From an optimization exercise on the open Yosys and OpenROAD flow, aimed at small area, a short achievable clock period and few clock cycles per item; shortcuts taken in it are not production practice. Where RTL was checked, it was by simulation tests only, not by an equivalence proof against the original. No functional check of the RTL was part of run 2.

<file path="flow/run.sh">
#!/bin/bash
# synth_recipe.tcl (not shown) runs the flow's synth.tcl, then flattens the netlist and writes it again
# the make line also repeats each setting of config.mk as NAME=value (left out here)
make -C /OpenROAD-flow-scripts/flow DESIGN_CONFIG=/design/flow/config.mk WORK_HOME=/design/flow/orfs CLKGATE_MAP_FILE= SYNTH_SCRIPT=/design/flow/synth_recipe.tcl finish
</file>
<file path="flow/config.mk">
export PLATFORM = sky130hd
export DESIGN_NAME = mvuTop
export DESIGN_NICKNAME = mvuTop
export VERILOG_FILES = /design/flow/design.v
export SDC_FILE = /design/flow/constraint.sdc
export NUM_CORES = 4
export LEC_CHECK = 0
export CAP_MARGIN = 20
export CORE_MARGIN = 2
export CORE_UTILIZATION = 40
export SLEW_MARGIN = 20
</file>
<file path="flow/constraint.sdc">
create_clock -name core_clock -period 6.0 [get_ports {clk}]
set_input_delay 1.2000 -clock core_clock [delete_from_list [all_inputs] [get_ports {clk}]]
set_output_delay 1.2000 -clock core_clock [all_outputs]
set_load 0.01 [all_outputs]
</file>
<file path="flow/design.v">
`default_nettype none
package mvuPkg;
	localparam int unsigned Pe = 4;       
	localparam int unsigned Simd = 4;     
	localparam int unsigned MatH = 8;
	localparam int unsigned MatW = 16;
	localparam int unsigned NeuronFolds = MatH / Pe;   
	localparam int unsigned SynFolds = MatW / Simd;    
	localparam int unsigned FoldAddrWidth = 2;
	localparam int unsigned NeuronAddrWidth = 1;
	localparam int unsigned WeightAddrWidth = 7;      
	localparam int unsigned AccuWidth = 16;
	localparam logic [Pe*8-1:0] LaneOffsets = {8'd22, 8'd15, 8'd8, 8'd0};
	localparam int unsigned ProdWidth = 22 + AccuWidth;   
	localparam int unsigned HiWidth = AccuWidth - 7;    
	localparam int unsigned HiSumWidth = 4;             
	localparam int unsigned LoSumWidth = 10;            
	typedef enum logic [1:0] {
		Idle,
		Feed,
		Flush,
		Done
	} seqState_e;
endpackage
`default_nettype wire
`timescale 1ns/1ps
`default_nettype none
import mvuPkg::*;
module weightMem (
	input logic clk,
	input logic rst,
	input logic we,
	input logic [WeightAddrWidth-1:0] addr,
	input logic [3:0] data,
	input logic [NeuronAddrWidth-1:0] nf,   
	input logic [FoldAddrWidth-1:0] sf,     
	output logic signed [Pe-1:0][Simd-1:0][3:0] row
);
	logic [3:0] mem [MatH*MatW];
	always_ff @(posedge clk) begin
		if (we) begin
			mem[addr] <= data;   
		end
	end
	always_comb begin
		for (int pe = 0; pe < Pe; pe++) begin
			for (int s = 0; s < Simd; s++) begin
				row[pe][s] = mem[{nf, 2'(pe), sf, 2'(s)}];
			end
		end
	end
endmodule
`default_nettype wire
`timescale 1ns/1ps
`default_nettype none
import mvuPkg::*;
module actBuffer (
	input logic clk,
	input logic rst,
	input logic we,
	input logic [FoldAddrWidth-1:0] fold,
	input logic [Simd-1:0][3:0] data,
	input logic clear,   
	input logic [FoldAddrWidth-1:0] rdFold,
	output logic [Simd-1:0][3:0] rdData,
	output logic rdValid
);
	logic [Simd*4-1:0] mem [SynFolds];
	logic [SynFolds-1:0] written;   
	always_ff @(posedge clk) begin
		if (we) begin
			mem[fold] <= data;
		end
	end
	always_ff @(posedge clk) begin
		if (rst) begin
			written <= '0;
		end else if (clear) begin
			written <= '0;   
		end else if (we) begin
			written[fold] <= 1'b1;
		end
	end
	assign rdData = mem[rdFold];
	assign rdValid = written[rdFold];
endmodule
`default_nettype wire
`timescale 1ns/1ps
`default_nettype none
import mvuPkg::*;
module mvuSeqCtrl (
	input logic clk,
	input logic rst,
	input logic runReq,
	input logic stall,         
	input logic empty,         
	input logic pendingLast,   
	input logic rdValid,       
	input logic signed [Pe-1:0][Simd-1:0][3:0] row,
	input logic [Simd-1:0][3:0] rdData,
	output logic runAck,
	output logic [NeuronAddrWidth-1:0] nf,
	output logic [FoldAddrWidth-1:0] sf,
	output logic clear,
	output logic feedEn,     
	output logic feedLast,   
	output logic feedZero,   
	output logic signed [Pe-1:0][Simd-1:0][3:0] feedW,   
	output logic [Simd-1:0][3:0] feedA                   
);
	mvuPkg::seqState_e state;
	logic lastFold;
	logic lastGroup;
	logic active;
	assign lastFold = (sf == FoldAddrWidth'(SynFolds - 1));
	assign lastGroup = (nf == NeuronAddrWidth'(NeuronFolds - 1));
	assign active = (state == Feed);
	always_ff @(posedge clk) begin
		if (rst) begin
			state <= Idle;
			nf <= '0;
			sf <= '0;
			runAck <= 1'b0;
		end else begin
			case (state)
				Idle: begin
					if (runReq) begin
						state <= Feed;
					end
				end
				Feed: begin
					if (!stall) begin   
						sf <= sf + 1'b1;
						if (lastFold) begin
							nf <= nf + 1'b1;
							if (lastGroup) begin
								state <= Flush;   
							end
						end
					end
				end
				Flush: begin
					if (empty && !pendingLast) begin
						state <= Done;
						runAck <= 1'b1;
					end
				end
				Done: begin
					if (!runReq) begin
						state <= Idle;
						runAck <= 1'b0;
					end
				end
				default: state <= Idle;
			endcase
		end
	end
	assign clear = (state == Done) && !runReq;   
	assign feedEn = !stall;
	assign feedLast = active && lastFold;
	assign feedZero = !(active && rdValid);   
	assign feedW = active ? row : '0;
	assign feedA = (active && rdValid) ? rdData : '0;
endmodule
`default_nettype wire
`timescale 1ns/1ps
`default_nettype none
import mvuPkg::*;
module packedDotCore (
	input logic clk,
	input logic rst,
	input logic feedEn,
	input logic feedLast,
	input logic feedZero,
	input logic signed [Pe-1:0][Simd-1:0][3:0] feedW,
	input logic [Simd-1:0][3:0] feedA,
	output logic vld,
	output logic signed [Pe-1:0][AccuWidth-1:0] p,
	output logic pendingLast
);
	logic [1:5] lastPipe;   
	logic [Simd-1:0][ProdWidth-1:0] p3;
	logic [Simd-1:0][2:0][1:0] h3;   
	logic signed [HiSumWidth-1:0] hiSum [3];
	logic [LoSumWidth-1:0] loSum [3];
	logic [AccuWidth-1:0] upSum;
	logic signed [HiWidth-1:0] hi4 [3];
	logic [LoSumWidth-1:0] lo4 [3];
	logic [AccuWidth-1:0] up4;
	logic [Pe-1:0][AccuWidth-1:0] res5;
	always_ff @(posedge clk) begin
		if (rst) begin
			lastPipe <= '0;
		end else if (feedEn) begin
			lastPipe <= {feedLast, lastPipe[1:4]};
		end
	end
	assign vld = lastPipe[5];
	assign pendingLast = |lastPipe;
	for (genvar s = 0; s < Simd; s++) begin : genSimd
		logic [ProdWidth-1:0] dd;   
		logic [ProdWidth-1:0] aa;   
		logic [5:0] xx;             
		logic signed [4:0] b1;
		logic signed [ProdWidth-1:0] ad1;
		logic signed [ProdWidth-1:0] m2;
		logic [ProdWidth-1:0] acc3;
		logic [5:0] x1;
		logic [5:0] x2;
		logic [5:0] x3;
		always_comb begin
			dd = '0;
			aa = '0;
			for (int pe = 0; pe < Pe; pe++) begin
				dd[LaneOffsets[pe*8 +: 8] +: 3] = feedW[pe][s][2:0];
				aa[LaneOffsets[pe*8 +: 8] + 3] = feedW[pe][s][3];
			end
			for (int pe = 1; pe < Pe; pe++) begin
				xx[(pe-1)*2 +: 2] = feedZero ? 2'b00 : 2'(feedW[pe][s][1:0] * feedA[s][1:0]);
			end
		end
		always_ff @(posedge clk) begin
			if (rst) begin
				b1 <= '0;
				ad1 <= '0;
				m2 <= '0;
				acc3 <= '0;
				x1 <= '0;
				x2 <= '0;
				x3 <= '0;
			end else if (feedEn) begin
				b1 <= feedZero ? 5'sd0 : $signed({1'b0, feedA[s]});   
				ad1 <= $signed(dd - aa);   
				m2 <= b1 * ad1;            
				acc3 <= m2 + (lastPipe[3] ? '0 : acc3);   
				x1 <= xx;
				x2 <= x1;
				for (int i = 1; i < Pe; i++) begin
					x3[(i-1)*2 +: 2] <= x2[(i-1)*2 +: 2] + (lastPipe[3] ? 2'b00 : acc3[LaneOffsets[i*8 +: 8] +: 2]);
				end
			end
		end
		assign p3[s] = acc3;
		for (genvar i = 0; i < 3; i++) begin : genCross
			assign h3[s][i] = acc3[LaneOffsets[(i+1)*8 +: 8] +: 2] - x3[i*2 +: 2];   
		end
	end
	always_comb begin
		upSum = '0;
		for (int i = 0; i < 3; i++) begin
			hiSum[i] = '0;
			loSum[i] = '0;
			for (int s = 0; s < Simd; s++) begin
				hiSum[i] = hiSum[i] + HiSumWidth'($signed(h3[s][i]));
				loSum[i] = loSum[i] + LoSumWidth'((p3[s] >> LaneOffsets[i*8 +: 8]) &
					((ProdWidth'(1) << (LaneOffsets[(i+1)*8 +: 8] - LaneOffsets[i*8 +: 8])) - 1'b1));
			end
		end
		for (int s = 0; s < Simd; s++) begin
			upSum = upSum + AccuWidth'(p3[s] >> LaneOffsets[(Pe-1)*8 +: 8]);   
		end
	end
	always_ff @(posedge clk) begin
		if (rst) begin
			for (int i = 0; i < 3; i++) begin
				hi4[i] <= '0;
				lo4[i] <= '0;
			end
			up4 <= '0;
			res5 <= '0;
		end else if (feedEn) begin
			for (int i = 0; i < 3; i++) begin
				hi4[i] <= (lastPipe[4] ? 9'sd0 : hi4[i]) + hiSum[i];   
				lo4[i] <= loSum[i];
			end
			up4 <= upSum;
			res5[3] <= up4 - AccuWidth'(hi4[2]);
			res5[2] <= (AccuWidth'(hi4[2]) << (LaneOffsets[3*8 +: 8] - LaneOffsets[2*8 +: 8]))
				+ AccuWidth'(lo4[2]) - AccuWidth'(hi4[1]);
			res5[1] <= (AccuWidth'(hi4[1]) << (LaneOffsets[2*8 +: 8] - LaneOffsets[1*8 +: 8]))
				+ AccuWidth'(lo4[1]) - AccuWidth'(hi4[0]);
			res5[0] <= (AccuWidth'(hi4[0]) << (LaneOffsets[1*8 +: 8] - LaneOffsets[0*8 +: 8]))
				+ AccuWidth'(lo4[0]);
		end
	end
	assign p = res5;
endmodule
`default_nettype wire
`timescale 1ns/1ps
`default_nettype none
import mvuPkg::*;
module resultDrain (
	input logic clk,
	input logic rst,
	input logic vld,
	input logic en,
	input logic signed [Pe-1:0][AccuWidth-1:0] p,
	input logic resAck,
	output logic resReq,
	output logic signed [Pe-1:0][AccuWidth-1:0] resData,
	output logic stall,
	output logic empty
);
	logic [Pe*AccuWidth-1:0] q [2];
	logic wrPtr;
	logic rdPtr;
	logic [1:0] count;
	logic waitDrop;   
	logic push;
	logic pop;
	assign push = vld && en;
	assign pop = resReq && resAck;
	always_ff @(posedge clk) begin
		if (push) begin
			q[wrPtr] <= p;
		end
	end
	always_ff @(posedge clk) begin
		if (rst) begin
			wrPtr <= 1'b0;
			rdPtr <= 1'b0;
			count <= '0;
			resReq <= 1'b0;
			waitDrop <= 1'b0;
		end else begin
			if (push) wrPtr <= !wrPtr;
			if (pop) rdPtr <= !rdPtr;
			count <= count + push - pop;
			if (pop) begin
				resReq <= 1'b0;
				waitDrop <= 1'b1;
			end else if (waitDrop) begin
				waitDrop <= resAck;   
			end else if (!resReq && count != '0) begin
				resReq <= 1'b1;   
			end
		end
	end
	assign resData = q[rdPtr];
	assign stall = (count == 2'd2);
	assign empty = (count == '0);
endmodule
`default_nettype wire
`timescale 1ns/1ps
`default_nettype none
import mvuPkg::*;
module mvuTop (
	input logic clk,
	input logic rst,
	input logic wWe,
	input logic [WeightAddrWidth-1:0] wAddr,
	input logic [3:0] wData,
	input logic aWe,
	input logic [FoldAddrWidth-1:0] aFold,
	input logic [Simd-1:0][3:0] aData,
	input logic runReq,
	output logic runAck,
	output logic resReq,
	input logic resAck,
	output logic signed [Pe-1:0][AccuWidth-1:0] resData
);
	logic [NeuronAddrWidth-1:0] nf;
	logic [FoldAddrWidth-1:0] sf;
	logic signed [Pe-1:0][Simd-1:0][3:0] wRow;
	logic [Simd-1:0][3:0] actData;
	logic actValid;
	logic clear;
	logic stall;
	logic empty;
	logic pendingLast;
	logic vld;
	logic signed [Pe-1:0][AccuWidth-1:0] accu;
	logic feedEn;
	logic feedLast;
	logic feedZero;
	logic signed [Pe-1:0][Simd-1:0][3:0] feedW;
	logic [Simd-1:0][3:0] feedA;
	weightMem u_weightMem (
		.clk  (clk),
		.rst  (rst),
		.we   (wWe),
		.addr (wAddr),
		.data (wData),
		.nf   (nf),
		.sf   (sf),
		.row  (wRow)
	);
	actBuffer u_actBuffer (
		.clk     (clk),
		.rst     (rst),
		.we      (aWe),
		.fold    (aFold),
		.data    (aData),
		.clear   (clear),
		.rdFold  (sf),
		.rdData  (actData),
		.rdValid (actValid)
	);
	mvuSeqCtrl u_seqCtrl (
		.clk         (clk),
		.rst         (rst),
		.runReq      (runReq),
		.stall       (stall),
		.empty       (empty),
		.pendingLast (pendingLast),
		.rdValid     (actValid),
		.row         (wRow),
		.rdData      (actData),
		.runAck      (runAck),
		.nf          (nf),
		.sf          (sf),
		.clear       (clear),
		.feedEn      (feedEn),
		.feedLast    (feedLast),
		.feedZero    (feedZero),
		.feedW       (feedW),
		.feedA       (feedA)
	);
	packedDotCore u_core (
		.clk         (clk),
		.rst         (rst),
		.feedEn      (feedEn),
		.feedLast    (feedLast),
		.feedZero    (feedZero),
		.feedW       (feedW),
		.feedA       (feedA),
		.vld         (vld),
		.p           (accu),
		.pendingLast (pendingLast)
	);
	resultDrain u_drain (
		.clk     (clk),
		.rst     (rst),
		.vld     (vld),
		.en      (feedEn),   
		.p       (accu),
		.resAck  (resAck),
		.resReq  (resReq),
		.resData (resData),
		.stall   (stall),
		.empty   (empty)
	);
endmodule
`default_nettype wire
</file>
==> results.cfg, run 1 <==
[timing]
worst_pin_slew_ns = 1.09
setup_viol = 0
tns_ns = 0
finalHoldViolCount = 0
slew_viol_final = 0
rsz0062_at_grt = false
fin_crit_sh_pct = 86.4
max_slew_margin_pct = 27.3
fin_ws_ns = 0.816
fmax_ghz = 0.193
fin_skew_ns = 0.0411
min_period_ns = 5.18

[grt]
antenna_found_initial = 10
grt_pass1_vias = 55700
grt_pass1_wl_um = 324000
grt_usage_pct = 19.6
grt_max_degree = 196
overflow = 0

[die]
fp.dieH_um = 456
ios = 101
core-area_mm2 = 0.203
fp-row-count = 165
start_util_pct = 40.3
dieWidth_um = 456
die_area_mm2 = 0.208

[final_layout]
utilization_pct = 44.6
drive_gt1_share_pct = 7.64
final_common_cell = nand2_1
area_growth_pct = 10.6
final-seq-area_mm2 = 0.0339
design_area_mm2 = 0.0903
multi_input_area_mm2 = 0.0436
fin_nets = 8991
layout_common_cells = nand2_1 (992), inv_1 (766), edfxtp_1 (704), dfxtp_1 (634), a21oi_1 (614)
fillCellCount = 19100

[setup_path]
endpoint_kind = flip-flop
crit_start = u_core.genSimd[3].b1[2]$_SDFFE_PP0N_
reg2reg_from = u_core.genSimd[3].b1[2]$_SDFFE_PP0N_
crit_buf_inv = 2
critPathMaxStageDelay_ns = 0.79
worstSetupPathType = flip-flop to flip-flop
crit_arrival_ns = 5.90
worstSetupStartpointType = flip-flop
path_cells = and2_1 -> ha_1 -> inv_1 -> fa_1 -> fa_1 -> inv_1 -> ha_1 -> a21o_1 -> a2111oi_0 -> o21bai_1 -> o211ai_1 -> o211ai_1 -> a41oi_1 -> a31oi_1 -> a311o_1 -> nor2_1
cp_max_fo = 25
cp.required_ns = 6.72
crit_family = compound AO/OA/AOI/OAI gates
worst_path_max_delay_cell = dfxtp_1

[logic_synthesis]
synth-warning-count = 9
syn_nets = 8999
synth.area.top_cells = edfxtp_1 (26%), dfxtp_1 (16%), ha_1 (9.1%)
synth_top_area_share_pct = 25.9
syn_avg_cell_area_um2 = 10.2
synth_edf_count = 704
async_reset_ff_share_pct = 0
synth_seq_area_share_pct = 41.6
syn_inst = 8021
synth_ff_type = edfxtp_1
yosysTopAreaCell = edfxtp_1
ys_seq_elements = 1343
syn-cell-area_mm2 = 0.0816
yosys.cell_types.count = 87

[clock_tree]
clock_latency_ns = 0.81
cts_buffer_depth = 3
cts_tree = done
cts.clk_slew.worst_paths_ns = 0.06
cts_resized = 0
cts_hold_buf = 0
postCtsSetupRepairBufs = 0
cts_sinks = 1343
cts_made_buffers = 145
clock-root-buffer = clkbuf_16
cts_htree_levels = 4

[placement]
port_buffers = 100
dp_hpwl_um = 152000
gp_congestion = 0.934
dpl_worst_slack_ns = 0.845
dpl-instance-area_mm2 = 0.0854

[detailed_routing]
vias = 56400
drt-pass1-iter-count = 6
drt-total-wl_um = 205000
ant_nets = 0
wl_per_cell_um = 19.0
drc = 0
via_per_inst = 5.23
drt_iter0_drc = 3900

[worst_hold_path]
hold_start = u_core.res5[3]$_SDFFE_PP0N_
hold_class = flip-flop to flip-flop

[run_status]
status = timing/DRC/antenna clean

[flow_run]
cap_viol_max_count = 0
## per-stage QoR
step	instances	hold slack, ns
floorplan	8021	0.425
global placement	10500	0.431
detailed placement	10500	0.439
CTS	10800	0.451
global route	10800	0.459
finish	10800	0.449
## synthesized netlist by cell type (36+ instances only)
| cell | instances |
|---|---|
| a31oi_1 | 36 |
| a21oi_1 | 614 |
| o21ai_0 | 238 |
| inv_1 | 766 |
| dfxtp_1 | 639 |
| ha_1 | 592 |
| nor3_1 | 42 |
| clkbuf_1 | 283 |
| o21bai_1 | 53 |
| nor2_1 | 577 |
| nand2b_1 | 68 |
| nor2b_1 | 163 |
| a211oi_1 | 111 |
| mux4_2 | 145 |
| xnor2_1 | 263 |
| and2_1 | 281 |
| nand3_1 | 96 |
| edfxtp_1 | 704 |
| xor2_1 | 164 |
| a21o_1 | 184 |
| fa_1 | 351 |
| a22oi_1 | 43 |
| and3_1 | 51 |
| mux2_2 | 117 |
| nand2_1 | 994 |
| o21a_1 | 56 |
## sequential cells by signal, summed over array words and instances, names as in the netlist, 16 cells and up, named ones only
register / flops
u_core.genSimd.m2: 152
u_core.genSimd.x1: 24
u_core.genSimd.acc3: 152
u_core.genSimd.x3: 24
u_core.hi4: 27
u_core.up4: 16
u_core.lo4: 28
u_core.res5: 64
u_core.genSimd.ad1: 88
u_weightMem.mem: 512
u_core.genSimd.x2: 24
u_drain.q: 128
u_core.genSimd.b1: 16
u_actBuffer.mem: 64
## area by class of cell
type | instances | area share, %
diodes | 1 | 0.00277
clock buffers | 181 | 4.37
clock inverters | 79 | 1.02
inverters | 767 | 3.19
multi-input cells | 5589 | 48.3
flip-flops and latches | 1343 | 37.6
well taps | 2672 | 3.70
repair buffers | 167 | 1.81
## layer usage
metal / GRT usage [%] / up-vias / wire [um]
met4: 5.77 / 2 / 5860
li1: - / 27600 / -
met5: 0 / - / 13
met1: 28.1 / 27300 / 98000
met2: 30.8 / 1307 / 90800
met3: 2.54 / 261 / 10000
## worst paths after layout
path	slack, ns	depth (start not counted)	to
worst min-delay path	0.45	0	u_drain.q[1][3]$_DFFE_PP_
worst max-delay path	0.82	16	u_core.genSimd[3].m2[33]$_SDFFE_PP0N_
worst min register to register	0.45	0	u_drain.q[1][3]$_DFFE_PP_
worst max register to register	0.82	16	u_core.genSimd[3].m2[33]$_SDFFE_PP0N_
## worst reg2reg max path, stage by stage (launching register included)
cell,delay [ns]
dfxtp_1,0.79
and2_1,0.24
ha_1,0.23
inv_1,0.08
fa_1,0.45
fa_1,0.53
inv_1,0.04
ha_1,0.29
a21o_1,0.20
a2111oi_0,0.45
o21bai_1,0.24
o211ai_1,0.23
o211ai_1,0.22
a41oi_1,0.41
a31oi_1,0.21
a311o_1,0.39
nor2_1,0.12
## logic make-up (layout without fill, tap and decap cells)
family                   Yosys count  in the layout  synth area share (%)
other                              0              1                     0
AND/OR/NAND/NOR                 2396           2396                  13.4
flip-flops                      1343           1343                  41.6
AO/OA/AOI/OAI                   1543           1543                  11.8
adder cells (fa/ha/maj)          943            943                  17.7
multiplexers                     280            280                  5.83
XOR/XNOR                         427            427                  4.58
buffers and inverters           1089           1194                  5.11
Testbench counts, summed over its fixed seeds: cycles 5,632, runs 256.
==> run 2: changes to the inputs <==
==> flow/design.v (replaced) <==
`default_nettype none
package mvuPkg;
	localparam int unsigned Pe = 4;       
	localparam int unsigned Simd = 4;     
	localparam int unsigned MatH = 8;
	localparam int unsigned MatW = 16;
	localparam int unsigned NeuronFolds = MatH / Pe;   
	localparam int unsigned SynFolds = MatW / Simd;    
	localparam int unsigned FoldAddrWidth = 2;
	localparam int unsigned NeuronAddrWidth = 1;
	localparam int unsigned WeightAddrWidth = 7;      
	localparam int unsigned AccuWidth = 16;
	localparam logic [Pe*8-1:0] LaneOffsets = {8'd22, 8'd15, 8'd8, 8'd0};
	localparam int unsigned ProdWidth = 22 + AccuWidth;   
	localparam int unsigned HiWidth = AccuWidth - 7;    
	localparam int unsigned HiSumWidth = 4;             
	localparam int unsigned LoSumWidth = 10;            
	typedef enum logic [1:0] {
		Idle,
		Feed,
		Flush,
		Done
	} seqState_e;
endpackage
`default_nettype wire
`timescale 1ns/1ps
`default_nettype none
module mvuTop (
	input logic clk,
	input logic rst,
	input logic wWe,
	input logic [6:0] wAddr,
	input logic [3:0] wData,
	input logic aWe,
	input logic [1:0] aFold,
	input logic [15:0] aData,
	input logic runReq,
	output logic runAck,
	output logic resReq,
	input logic resAck,
	output logic [63:0] resData
);
	localparam int AW = 12;   
	typedef enum logic [2:0] {
		Idle,
		Rebuild,
		Res0,
		Wait0,
		Res1,
		Done
	} state_e;
	state_e state;
	logic [3:0] wmem [128];
	logic [15:0] act [4];
	logic [3:0] fresh;     
	logic dirty;           
	logic macEn;           
	logic [1:0] macF;
	logic grp;
	logic signed [AW-1:0] acc [8];
	logic endRun;
	always_ff @(posedge clk) begin
		if (wWe) wmem[wAddr] <= wData;
	end
	always_ff @(posedge clk) begin
		if (aWe) act[aFold] <= aData;
	end
	assign endRun = (state == Done) && !runReq;
	always_ff @(posedge clk) begin
		if (rst) begin
			state <= Idle;
			fresh <= '0;
			dirty <= 1'b0;
			macEn <= 1'b0;
			macF <= '0;
			grp <= 1'b0;
			runAck <= 1'b0;
			resReq <= 1'b0;
		end else begin
			macEn <= 1'b0;
			if (aWe) begin
				fresh[aFold] <= 1'b1;
				if (fresh[aFold]) dirty <= 1'b1;
				macEn <= 1'b1;
				macF <= aFold;
			end
			if (wWe && (|fresh)) dirty <= 1'b1;
			case (state)
				Idle: begin
					if (runReq && !resAck) begin
						grp <= 1'b0;
						if (dirty) begin
							state <= Rebuild;
							macEn <= 1'b1;
							macF <= 2'd0;
						end else begin
							state <= Res0;
							resReq <= 1'b1;
						end
					end
				end
				Rebuild: begin
					macF <= macF + 2'd1;
					if (macF == 2'd3) begin
						macEn <= 1'b0;
						state <= Res0;
						resReq <= 1'b1;
					end else begin
						macEn <= 1'b1;
					end
				end
				Res0: begin
					if (resAck) begin
						resReq <= 1'b0;
						state <= Wait0;
					end
				end
				Wait0: begin
					if (!resAck) begin
						grp <= 1'b1;
						resReq <= 1'b1;
						state <= Res1;
					end
				end
				Res1: begin
					if (resAck) begin
						resReq <= 1'b0;
						runAck <= 1'b1;
						state <= Done;
					end
				end
				Done: begin
					if (!runReq) begin
						runAck <= 1'b0;
						state <= Idle;
						fresh <= '0;
						dirty <= 1'b0;
					end
				end
				default: state <= Idle;
			endcase
		end
	end
	logic clrAcc;
	logic addEn;
	assign clrAcc = rst || endRun || (state == Idle && runReq && !resAck && dirty);
	assign addEn = macEn && fresh[macF];
	for (genvar r = 0; r < 8; r++) begin : genRow
		logic signed [AW-1:0] dot;
		always_comb begin
			dot = '0;
			for (int s = 0; s < 4; s++) begin
				dot = dot + AW'($signed(wmem[r*16 + macF*4 + s]) * $signed({1'b0, act[macF][s*4 +: 4]}));
			end
		end
		always_ff @(posedge clk) begin
			if (clrAcc) acc[r] <= '0;
			else if (addEn) acc[r] <= acc[r] + dot;
		end
	end
	always_comb begin
		for (int p = 0; p < 4; p++) begin
			resData[p*16 +: 16] = 16'(grp ? acc[4+p] : acc[p]);
		end
	end
endmodule
`default_nettype wire
==> run 2 against run 1 <==
Against the previous run: now fails the layout checks on setup timing; cell count decreased by 38%; via count decreased by 41%; global-route usage increased by 1.9 points; area after synthesis decreased by 36%; non-clock buffer count increased by 375; cell area decreased by 30%; die area decreased by 36%.
==> results.cfg, run 2 <==
[run_status]
so_faults = setup timing
status = complete, but fails checks

[setup_path]
critPathCapture = acc[1][11]$_SDFFE_PP0P_
r2r_end = acc[1][11]$_SDFFE_PP0P_
worst_path_max_delay_cell = fa_2
worstSetupPathType = flip-flop to flip-flop
crit_arrival_ns = 6.93
worstSetupStartpointType = flip-flop
critPathMaxStageDelay_ns = 0.58
reg2reg_from = macF[0]$_SDFF_PP0_
worst-r2r-cell-count = 24
crit_start = macF[0]$_SDFF_PP0_
cp_max_fo = 7
r2r_slack_ns = -0.35
endpoint_kind = flip-flop
path_cells = buf_12 -> buf_6 -> mux4_2 -> buf_12 -> clkbuf_16 -> and2_1 -> fa_1 -> inv_1 -> fa_1 -> inv_1 -> fa_2 -> fa_2 -> inv_2 -> fa_2 -> fa_1 -> inv_1 -> ha_4 -> nor2b_4 -> o21ai_4 -> a21oi_4 -> o21ai_2 -> a21o_1 -> a21oi_2 -> mux2i_1
cp.required_ns = 6.58

[logic_synthesis]
syn_avg_cell_area_um2 = 11.7
yosys.cell_types.count = 60
syn_inst = 4456
syn-cell-area_mm2 = 0.0523
synth.area.top_cells = edfxtp_1 (33%), fa_1 (22%), ha_1 (9.7%)
synthTopCellsByCount = inv_1 (899), edfxtp_1 (576), fa_1 (576), ha_1 (405), and2_1 (310)
synth_edf_count = 576
synth_seq_area_share_pct = 37.3
syn_nets = 5472
async_reset_ff_share_pct = 0
synth_top_area_share_pct = 33.1
synth_ff_type = edfxtp_1
synth-warning-count = 2
ys_seq_elements = 686
yosysTopAreaCell = edfxtp_1
yosys.cell_count.top_type = inv_1

[die]
fp-row-count = 132
dieWidth_um = 366
die_area_mm2 = 0.134
fp.dieH_um = 366
core-area_mm2 = 0.130
start_util_pct = 40.4
ios = 101

[final_layout]
layout_common_cells = inv_1 (871), edfxtp_1 (576), fa_1 (516), ha_1 (379), buf_4 (350)
largest_reg_flops = 512
largest_registers = wmem (512), acc (96), act (64)
final-seq-area_mm2 = 0.0195
fillCellCount = 11500
area_growth_pct = 20.0
fin_cells = 6720
final_common_cell = inv_1
drive_gt1_share_pct = 20.6
fin_nets = 5925
design_area_mm2 = 0.0628
regMostFlops = wmem
multi_input_area_mm2 = 0.0298

[clock_tree]
cts_tree = done
cts.clk_slew.worst_paths_ns = 0.06
cts_sinks = 686
cts_made_buffers = 75
cts_buffer_depth = 3
cts_htree_levels = 3
clock_latency_ns = 0.67
cts_hold_buf = 0
clock-root-buffer = clkbuf_16

[placement]
gp_congestion = 0.868
port_buffers = 100
dp_cells = 6495
dp_hpwl_um = 105000
dpl-instance-area_mm2 = 0.0584

[grt]
overflow = 0
antenna_found_initial = 16
grt_usage_pct = 21.4
grt_pass1_vias = 35000
grt_max_degree = 85
grt_pass1_wl_um = 214000

[timing]
fin_ws_ns = -0.349
slew_viol_final = 0
min_period_ns = 6.35
setup_viol = 57
max_slew_margin_pct = 23.7
fmax_ghz = 0.158
hold_ws_ns = 0.455
finalHoldViolCount = 0
fin_skew_ns = 0.0218
rsz0062_at_grt = true
fin_crit_sh_pct = 106
worst_pin_slew_ns = 1.13

[detailed_routing]
drt_iter0_drc = 2379
drt-pass1-iter-count = 5
drc = 0
ant_nets = 0
drt-total-wl_um = 145000
wl_per_cell_um = 21.6
vias = 33400
via_per_inst = 4.98

[worst_hold_path]
hold_start = acc[3][8]$_SDFFE_PP0P_
whs_path_depth = 2
hold_class = flip-flop to flip-flop

[flow_run]
cap_viol_max_count = 0
==> run 2: cells by family (layout without fill, tap and decap cells) <==
kind of cell | after synthesis | count (layout) | synth area share (%)
buffers and inverters | 1066 | 1580 | 8.03
and+or+nand+nor | 1035 | 1035 | 9.67
adders and majority gates | 986 | 986 | 31.8
DFF | 686 | 686 | 37.3
AOI/OAI and AO/OA | 369 | 369 | 4.22
muxes | 217 | 217 | 7.24
xor gates and xnor gates | 97 | 97 | 1.76
other | 0 | 8 | 0
==> run 2: metal layers <==
metal / GRT usage (%) / vias to the layer above / part of all wire [%]
met3: 2.45 / 179 / 5.3
li1: - / 15400 / -
met1: 28.3 / 17000 / 42
met2: 37.2 / 834 / 49
met5: 0 / - / 0.023
met4: 6.15 / 6 / 3.0
==> run 2: layout make-up <==
cell class,instances,share of cell area (%)
well taps,1742,3.47
flip-flops and latches,686,31.1
inverters,900,5.39
clock inverters,48,0.841
repair buffers,542,8.63
multi-input cells,2704,47.4
clock buffers,90,3.18
diodes,8,0.0319
==> run 2: critical path: cells and delay by family (launching register included) <==
kind            cells  cell delay, ns
buf+inv             8            0.83
compound gates      5            0.65
simple gates        2            0.32
flops               1            0.38
fa+ha+maj           7            3.30
mux                 2            0.77
==> run 2: repair_timing <==
action	4_1_cts	5_1_grt
gates cloned	5	11
pin swaps	44	61
endpoints found under the setup margin	62	64
gates resized for setup	78	123
buffers inserted	36	28
==> run 2: worst min-delay path by stage <==
stage | to | slack [ns]
floorplan | acc[1][4]$_SDFFE_PP0P_ | 0.43
global placement | acc[3][8]$_SDFFE_PP0P_ | 0.44
detailed placement | acc[3][8]$_SDFFE_PP0P_ | 0.44
CTS | acc[3][8]$_SDFFE_PP0P_ | 0.45
global route | acc[3][8]$_SDFFE_PP0P_ | 0.49
finish | acc[3][8]$_SDFFE_PP0P_ | 0.45
==> run 2: through the flow <==
step           setup TNS, ns  setup WS [ns]  util, %
3_3_place_gp          -18.13         -0.450     45.1
4_1_cts               -10.56         -0.302     47.7
5_1_grt               -23.72         -0.536     48.4
6_report              -11.55         -0.349     48.4
3_5_place_dp          -19.82         -0.513     45.1
2_1_floorplan          -2.85         -0.239        -

-- separate check: timing with driven ports --
No port has a modelled driver above. Below, the same layouts with a new extraction and two added sets of constraints. Step 1: set_driving_cell puts a clkbuf_16 on clk and a buf_2 on each other input, an assumption about the parent block. Step 2 adds t to the input delays and takes it off the output delays; t is the mean of the earliest and latest rising clock arrival at the registers after step 1. Input paths then give back, and output paths get back, about the clock's delay inside the block. a / b / c = no drivers / after step 1 / after step 2; a / b = the first two.
| run | t (ns) | setup WS [ns] | latest minus earliest clock arrival (ns) | worst register clock-pin slew, ns | worst slew at a driven data input, ns |
|---|---|---|---|---|---|
| run 1 | 0.869 | 0.816 / 0.816 / 0.816 | 0.043 / 0.043 | 0.07 / 0.07 | 0.16 |
| run 2 | 0.722 | -0.349 / -0.349 / -0.349 | 0.029 / 0.028 | 0.07 / 0.07 | 0.14 |
